What follows belongs to an exercise in optimizing a design on an open flow for small area, a short achievable clock period and few clock cycles per item; a production flow would make more cautious choices.
Only simulation tests tie the RTL to the original design; equivalence was not proved.

==> job 8718: inputs <==
// decay_invariant_mass_hypotheses
module decay_invariant_mass_hypotheses
#(
  parameter int MOM_WIDTH = 28
) (
  input  logic                        clk,
  input  logic                        rst_n,
  input  logic                        cfg_we,
  input  logic [dimh_pkg::CFG_IDX_W-1:0]        cfg_index,
  input  logic [dimh_pkg::MASS_W-1:0]           cfg_wdata,
  input  logic                        in_valid,
  output logic                        in_ready,
  input  logic [dimh_pkg::MODE_W-1:0]           in_mode,
  input  logic signed [MOM_WIDTH-1:0] in_mom_x,
  input  logic signed [MOM_WIDTH-1:0] in_mom_y,
  input  logic signed [MOM_WIDTH-1:0] in_mom_z,
  input  logic [dimh_pkg::CHARGE_W-1:0]         in_charge_code,
  input  logic [dimh_pkg::MASS_W-1:0]           in_candidate_mass,
  output logic                        out_valid,
  input  logic                        out_ready,
  output logic [dimh_pkg::OUT_W-1:0]            out_mass_kaon_as_pion,
  output logic [dimh_pkg::OUT_W-1:0]            out_mass_jpsi_kaon_pion,
  output logic                        out_in_window
);
Settings: LEC_CHECK=0, CAP_MARGIN=20, CORE_MARGIN=2, CORE_UTILIZATION=50, PLACE_DENSITY=0.65, SETUP_SLACK_MARGIN=1.5, SLEW_MARGIN=20; clock period 8.0 ns.
run.sh (not shown) runs the stock make flow with config.mk's settings and CLKGATE_MAP_FILE= SYNTH_SCRIPT=/design/flow/synth_recipe.tcl, a recipe that flattens the netlist after the stock synthesis.
==> job 159: changes against job 8718 <==
--- a/flow/design.v
+++ b/flow/design.v
@@ -80,25 +80,26 @@
       endcase
     end
   end
   logic        ir_v;
   logic [1:0]  ir_mode, ir_chg;
   logic signed [27:0] ir_x, ir_y, ir_z;
+  logic [19:0] ir_cand;
   logic        ir_iss, ir_win, p2_ok, m_next;
   logic [1:0]  int_op;
   assign in_ready = !ir_v || ir_iss;
   always_ff @(posedge clk) begin
     if (!rst_n) ir_v <= 1'b0;
     else        ir_v <= (in_valid && in_ready) || (ir_v && !ir_iss);
     if (in_valid && in_ready) begin
       ir_mode <= in_mode;
       ir_chg  <= in_charge_code;
       ir_x    <= in_mom_x;
       ir_y    <= in_mom_y;
       ir_z    <= in_mom_z;
-      ir_win  <= (in_candidate_mass > win_low_r) && (in_candidate_mass < win_high_r);
+      ir_cand <= in_candidate_mass;
     end
   end
   logic signed [27:0] sk_x, sk_y, sk_z, sj_x, sj_y, sj_z, s1_x, s1_y, s1_z;
   always_ff @(posedge clk) begin
     if (ir_iss && ir_mode == dimh_pkg::MODE_KAON) begin
       sk_x <= ir_x; sk_y <= ir_y; sk_z <= ir_z;
@@ -122,12 +123,13 @@
   logic has_pion, sel_p1;
   always_comb begin
     has_pion = (kaon_chg_r == dimh_pkg::CHG_POS) || (kaon_chg_r == dimh_pkg::CHG_NEG);
     if (kaon_chg_r == dimh_pkg::CHG_POS) sel_p1 = (pion1_chg_r == dimh_pkg::CHG_NEG);
     else                                 sel_p1 = (pion1_chg_r == dimh_pkg::CHG_POS);
   end
+  assign ir_win = (ir_cand > win_low_r) && (ir_cand < win_high_r);
   logic signed [29:0] cx1 [NCTX];
   logic signed [29:0] cy1 [NCTX];
   logic signed [29:0] cz1 [NCTX];
   logic signed [29:0] cx2 [NCTX];
   logic signed [29:0] cy2 [NCTX];
   logic signed [29:0] cz2 [NCTX];
CORE_UTILIZATION = 40   (was 50)
PLACE_DENSITY = 0.6   (was 0.65)
SETUP_SLACK_MARGIN = unset   (was 1.5)
==> qor summary <==
                                                           job 159        job 8718
Average footprint of a synthesized cell                  10.74 µm²       10.64 µm²
Area share of buffers outside the clock network             2.457%          5.403%
Total number of nets in the final design                     20105           20776
FF/Latch Area                                            67580 µm²       67120 µm²
Layout Skew                                               72.33 ps        81.00 ps
Result of the run                                   finished clean  finished clean
Number of combinational gates with multiple inputs           11145           11389
Slowest-stage cell, CP                                     a21oi_2            fa_1
Post-synthesis net count                                     19879           20139
Initial antenna violation count                                 14              30
Worst path setup slack after routing                      485.7 ps         1288 ps
Netlist area before placement                           180900 µm²      182000 µm²
Worst Tran Pin Value                                       1114 ps         1187 ps
Layout Cells excl Fill                                       23279           22797
Antenna diode count                                             25              33
Crit path time final                                       7514 ps         6712 ps
Gate count of the mapped netlist                             16837           17097
Vertical extent of the die                                676.4 µm        607.3 µm
Core outline area                                       449700 µm²      362200 µm²
Number of global-route vias before repair                   123863          128768
Testbench counts of job 8718, summed over its fixed seeds: cycles 19,721, items 3,200.
Testbench counts of job 159, summed over its fixed seeds: cycles 19,721, items 3,200.

static timing again, ports no longer ideal:
The flow's constraints put no driver on any port. The routed layouts listed below were extracted and timed again, unchanged, in two steps.
Step 1 sets driving cells, clkbuf_16 on the clock port and buf_2 on the other inputs (assumed; they add their load-dependent delay and slew).
Step 2 moves the port delays by t, midway between the first and last clock arrival at a register: inputs arrive t later, outputs are due t later. That takes back most of the time a late clock gives input paths.
Three values: no drivers, after step 1, after step 2; two values: the first two.
| run | t, ns | slack for setup (ns) | latest minus earliest clock arrival (ns) |
|---|---|---|---|
| job 8718 | 1.030 | 1.288 / 1.288 / 1.288 | 0.087 / 0.087 |
| job 159 | 1.032 | 0.486 / 0.486 / 0.486 | 0.077 / 0.077 |
After both steps every run listed still meets setup and hold.
